What follows belongs to an exercise in optimizing a design on an open flow for small area; a production flow would make more cautious choices. Function was checked by simulation only, so behaviour that the tests miss may differ from the original. The flow treats the clock pin as an ideal source, which a real chip does not have. Power and IR drop assume default switching activity.

==> try-amber <==
// invaders_top
module invaders_top #(
  parameter int MOVE_DIV   = 64,
  parameter int BULLET_DIV = 4,
  parameter int MARCH_DIV  = 256
) (
  input  logic              clk,
  input  logic              rst_n,
  input  logic              i_right,
  input  logic              i_left,
  input  logic              i_fire,
  input  logic              i_restart,
  output logic              o_hsync,
  output logic              o_vsync,
  output logic              o_red,
  output logic              o_green,
  output logic              o_blue,
  output space_pkg::score_t o_score,
  output logic              o_won
);
clock: 20.0 ns
lec_check: 0
abc_area: 1
cap_margin: 20
core_margin: 2
core_utilization: 40
cts_buf_list: sky130_fd_sc_hd__clkbuf_8
cts_cluster_diameter: 150
cts_cluster_size: 40
slew_margin: 20
standard.sh (not shown) runs the stock make flow with config.mk's settings and CLKGATE_MAP_FILE= SYNTH_SCRIPT=/design/flow/synth_recipe.tcl, a recipe that flattens the netlist after the stock synthesis.
==> flow/flow/run.sh <==
#!/bin/bash
# Own layout flow: the standard flow, with three changes.
#  1. Synthesis runs the standard synthesis script unchanged, except that
#     the final ABC mapping uses an area-oriented script (abc_area.script in
#     this folder: three rounds of choice computation and area-recovery
#     mapping), and adders are left to ABC instead of being extracted into
#     full/half-adder cells first (ADDER_MAP_FILE empty).
#     Registers are mapped before ABC, so they are the standard synthesis's.
#  2. Ports are buffered with sky130_fd_sc_hd__buf_1 instead of the default
#     buffer cell.
#  3. The clock's registers are split into six groups by position, each
#     driven by one sky130_fd_sc_hd__clkbuf_16 (manual_cts.tcl, run as the
#     hook before CTS); CTS then builds the tree from the clock port to those
#     buffers from sky130_fd_sc_hd__clkbuf_4, without dummy loads.
# Every tool's output goes to a log file in the work folder.
set -euo pipefail
W=$PWD
rm -rf "$W/scripts_abc"
cp -r "$FLOW_HOME/scripts" "$W/scripts_abc"
cp "$W/flow/abc_area.script" "$W/scripts_abc/abc_area.script"
bash standard.sh "SCRIPTS_DIR=$W/scripts_abc" "ADDER_MAP_FILE=" synth > "$W/flow_synth.log" 2>&1
bash standard.sh "BUFFER_PORTS_ARGS=-buffer_cell sky130_fd_sc_hd__buf_1" \
  "PRE_CTS_TCL=$W/flow/manual_cts.tcl" \
  "CTS_ARGS=-sink_clustering_enable -repair_clock_nets -clk_nets clk -buf_list sky130_fd_sc_hd__clkbuf_4 -dont_use_dummy_load" \
  finish > "$W/flow_layout.log" 2>&1
test -s "$W/out/final.def"
Other scripts of this flow, unchanged in this note and not shown: flow/flow/abc_area.script, flow/flow/manual_cts.tcl
==> try-willow (differences from try-amber) <==
--- a/flow/design.v
+++ b/flow/design.v
@@ -199,15 +199,17 @@
     for (int i = 0; i < 30; i++) if (p == 5'(i)) minus10 = 5'((i + 20) % 30);
   endfunction
   logic                 right_q, left_q, fire_q;
   logic                 right_rise, left_rise, fire_rise;
   logic                 dir_r, dir_l;        
+  logic [BULLET_CW-1:0] bullet_cnt;
   logic                 bullet_tick;
   logic [4:0]           rc, rp, lc, lp;     
   assign right_rise  = i_right & ~right_q;
   assign left_rise   = i_left & ~left_q;
   assign fire_rise   = i_fire & ~fire_q;
+  assign bullet_tick = (bullet_cnt == BULLET_CW'(BULLET_DIV - 1));
   always_ff @(posedge clk or negedge rst_n) begin
     if (!rst_n) begin
       right_q <= 1'b0;
       left_q  <= 1'b0;
       fire_q  <= 1'b0;
@@ -268,50 +270,22 @@
     end else if (fire_rise) begin
       o_bullet_active <= 1'b1;
     end
   end
   always_ff @(posedge clk) begin
-    if (!o_bullet_active && fire_rise) begin
-      o_bc <= o_sc;
-      o_bp <= o_sp;
-    end
-  end
-  generate
-    if (BULLET_DIV >= 2 && (BULLET_DIV & (BULLET_DIV - 1)) == 0) begin : g_merged
-      localparam int YW = 9 + BULLET_CW;
-      logic [YW-1:0] yq, yq_dec;
-      always_comb begin
-        logic b;
-        b = 1'b1;
-        for (int i = 0; i < YW; i++) begin
-          yq_dec[i] = yq[i] ^ b;
-          b         = ~yq[i] & b;
-        end
-      end
-      assign bullet_tick = (yq[BULLET_CW-1:0] == '0);
-      assign o_by        = yq[YW-1:BULLET_CW];
-      always_ff @(posedge clk) begin
-        if (!o_bullet_active) begin
-          yq <= {BY_OFS + 9'd460, BULLET_CW'(BULLET_DIV - 1)};
-        end else if (!(bullet_tick && o_by == BY_OFS)) begin
-          yq <= yq_dec;
-        end
-      end
-    end else begin : g_split
-      logic [BULLET_CW-1:0] bullet_cnt;
-      assign bullet_tick = (bullet_cnt == BULLET_CW'(BULLET_DIV - 1));
-      always_ff @(posedge clk) begin
-        if (!o_bullet_active) begin
-          bullet_cnt <= '0;
-          o_by       <= BY_OFS + 9'd460;
-        end else begin
-          bullet_cnt <= bullet_tick ? '0 : bullet_cnt + 1'b1;
-          if (bullet_tick && o_by != BY_OFS) o_by <= dec9(o_by);
-        end
+    if (!o_bullet_active) begin
+      bullet_cnt <= '0;
+      if (fire_rise) begin
+        o_bc <= o_sc;
+        o_bp <= o_sp;
+        o_by <= BY_OFS + 9'd460;
       end
+    end else begin
+      bullet_cnt <= bullet_tick ? '0 : bullet_cnt + 1'b1;
+      if (bullet_tick && o_by != BY_OFS) o_by <= dec9(o_by);
     end
-  endgenerate
+  end
 endmodule
 module alien_fleet #(
   parameter int MARCH_DIV = 50000,
   parameter int MOVE_DIV  = 500000
 ) (
@@ -431,29 +405,27 @@
   assign hrow      = s_live ? srow : prow;
   logic       all_dead;
   logic [1:0] pts;        
   logic [3:0] tens_n;
   logic       tens_c;
-  logic [4:0] hund_inc;
-  logic [1:0] mcq;        
+  logic [4:0] hund_inc, mc_inc, mc_dec;
   assign hund_inc = inc5({1'b0, o_hund});
-  assign o_mc     = {mcq[1], ~mcq[1], mcq[0]};
+  assign mc_inc   = inc5({2'b0, o_mc});
+  assign mc_dec   = dec5({2'b0, o_mc});
   assign all_dead = &o_dead;
   assign pts      = hrow[0] ? 2'd3 : (hrow[1] | hrow[2]) ? 2'd2 : 2'd1;
   always_comb begin
-    logic [4:0] sum;
-    logic       c;
-    c = 1'b0;
-    for (int i = 0; i < 4; i++) begin
-      logic b;
-      b = (i < 2) ? pts[i] : 1'b0;
-      sum[i] = o_tens[i] ^ b ^ c;
-      c      = (o_tens[i] & b) | (o_tens[i] & c) | (b & c);
-    end
-    sum[4] = c;
-    tens_c = (sum >= 5'd10);
-    tens_n = tens_c ? 4'(sum - 5'd10) : sum[3:0];
+    tens_n = '0;
+    tens_c = 1'b0;
+    for (int t = 0; t < 10; t++) begin
+      for (int p = 1; p < 4; p++) begin
+        if (o_tens == 4'(t) && pts == 2'(p)) begin
+          tens_n = 4'((t + p) % 10);
+          tens_c = (t + p) >= 10;
+        end
+      end
+    end
   end
   always_ff @(posedge clk or negedge rst_n) begin
     if (!rst_n) begin
       fresh <= 1'b1;
     end else begin
@@ -502,29 +474,29 @@
       march_cnt <= incm(march_cnt);
     end
   end
   always_ff @(posedge clk) begin
     if (clr) begin
-      mcq         <= 2'd0;
+      o_mc        <= 3'd2;
       o_mp        <= 5'd10;
       march_right <= 1'b1;
     end else if (march_cnt == MARCH_CW'(MARCH_DIV - 1)) begin
       if (march_right) begin
         if (o_mc < 3'd5 || o_mp < 5'd20) begin
           if (o_mp == 5'd29) begin
-            mcq  <= {mcq[1] ^ mcq[0], ~mcq[0]};
+            o_mc <= mc_inc[2:0];
             o_mp <= 5'd0;
           end else begin
             o_mp <= inc5(o_mp);
           end
         end else begin
           march_right <= 1'b0;
         end
       end else begin
         if (o_mc != 3'd2 || o_mp != 5'd10) begin
           if (o_mp == 5'd0) begin
-            mcq  <= {mcq[1] ^ ~mcq[0], ~mcq[0]};
+            o_mc <= mc_dec[2:0];
             o_mp <= 5'd29;
           end else begin
             o_mp <= dec5(o_mp);
           end
         end else begin
@@ -568,18 +540,10 @@
       sub5[i] = x[i] ^ ~y[i] ^ c;
       c       = (x[i] & ~y[i]) | (x[i] & c) | (~y[i] & c);
     end
     sub5[5] = ~c;
   endfunction
-  function automatic logic [4:0] inc5(input logic [4:0] x);
-    logic c;
-    c = 1'b1;
-    for (int i = 0; i < 5; i++) begin
-      inc5[i] = x[i] ^ c;
-      c       = x[i] & c;
-    end
-  endfunction
   function automatic logic [9:0] sub10(input logic [9:0] x, input logic [9:0] y);
     logic c;
     c = 1'b1;
     for (int i = 0; i < 10; i++) begin
       sub10[i] = x[i] ^ ~y[i] ^ c;
@@ -688,11 +652,12 @@
   logic [5:0] sd, sdc;
   logic       s_on;
   logic       bar1, bar2, bar3;
   logic       shooter_pix;
   assign sd   = sub5(i_hp, i_sp, 1'b0);
-  assign s_on = sd[5] ? (i_hc == inc5(i_sc)) && (i_sc != 5'd31) : (i_hc == i_sc);
+  assign sdc  = sub5(i_hc, i_sc, sd[5]);
+  assign s_on = (sdc == 6'd0);
   assign bar1 = sd[5] ? (sd[4:0] >= 5'd4 && sd[4:0] < 5'd12) : (sd[4:0] >= 5'd2 && sd[4:0] < 5'd10);
   assign bar2 = sd[5] ? (sd[4:0] >= 5'd6 && sd[4:0] < 5'd10) : (sd[4:0] >= 5'd4 && sd[4:0] < 5'd8);
   assign bar3 = sd[5] ? (sd[4:0] >= 5'd2 && sd[4:0] < 5'd14) : (sd[4:0] < 5'd12);
   always_comb begin
     shooter_pix = 1'b0;
@@ -704,12 +669,13 @@
   end
   logic [5:0] bd, bdc;
   logic [9:0] bdy;
   logic       bullet_pix;
   assign bd  = sub5(i_hp, i_bp, 1'b0);
+  assign bdc = sub5(i_hc, i_bc, bd[5]);
   assign bdy = sub10(i_vy, {1'b0, i_by});
-  assign bullet_pix = i_bullet_active && (bd[5] ? (i_hc == inc5(i_bc)) && (i_bc != 5'd31) : (i_hc == i_bc)) &&
+  assign bullet_pix = i_bullet_active && (bdc == 6'd0) &&
                       (bd[5] ? (bd[4:0] >= 5'd2 && bd[4:0] < 5'd6) : (bd[4:0] < 5'd4)) &&
                       (bdy[9:3] == 7'd11);
   logic [3:0] digit;
   logic [6:0] font;
   logic [3:0] sdy;
==> comparison table <==
| metric | try-amber | try-willow |
|---|---|---|
| Result of the run | timing/DRC/antenna clean | timing/DRC/antenna clean |
| Number of filler instances in the final layout | 2341 | 2475 |
| Worst Hold Path EP | u_player.o_bullet_active | u_fleet.march_cnt[0] |
| Highest net fanout along the worst path | 10 | 9 |
| Post-route clock period utilization | 0.344 | 0.356 |
| Drt via density | 5.60 | 5.66 |
| Multi-input gate share of total cell area | 0.515 | 0.515 |
| Clock Power | 156 uW | 159 uW |
| Skew-Pair Late Insertion Delay | 0.56 ns | 0.57 ns |
| Met2 routed WL | 13.4 mm | 13.1 mm |
| Cell row count | 55 | 56 |
| Share of flip-flops with an asynchronous set or reset after synthesis | 0.403 | 0.400 |
| Total area of sequential cells | 3290 um2 | 3400 um2 |
| Switching component of the power | 114 uW | 118 uW |
| Fin Hold WS | 0.437 ns | 0.459 ns |
| Post-synth cell types | 42 | 41 |
| Cell Pwr Density | 47.3 nW/um2 | 47.3 nW/um2 |

-- static timing again, ports no longer ideal --
The results above use ideal ports. As a check the final layouts listed here were re-extracted and re-timed, cells and wires unchanged.
Step 1: set_driving_cell puts a clkbuf_16 on clk and a buf_2 on each other input, an assumption about the parent block.
Step 2 moves the port delays by t, midway between the first and last clock arrival at a register: inputs arrive t later, outputs are due t later. That takes back most of the time a late clock gives input paths.
Slacks: no drivers / after step 1 / after step 2; pairs: no drivers / after step 1.
| run | t, ns | setup WS [ns] | worst setup path after step 2 |
|---|---|---|---|
| try-amber | 0.592 | 13.130 / 13.103 / 13.130 | register to register |
| try-willow | 0.599 | 12.884 / 12.841 / 13.287 | input to register |
After both steps setup and hold are still met in every run listed.
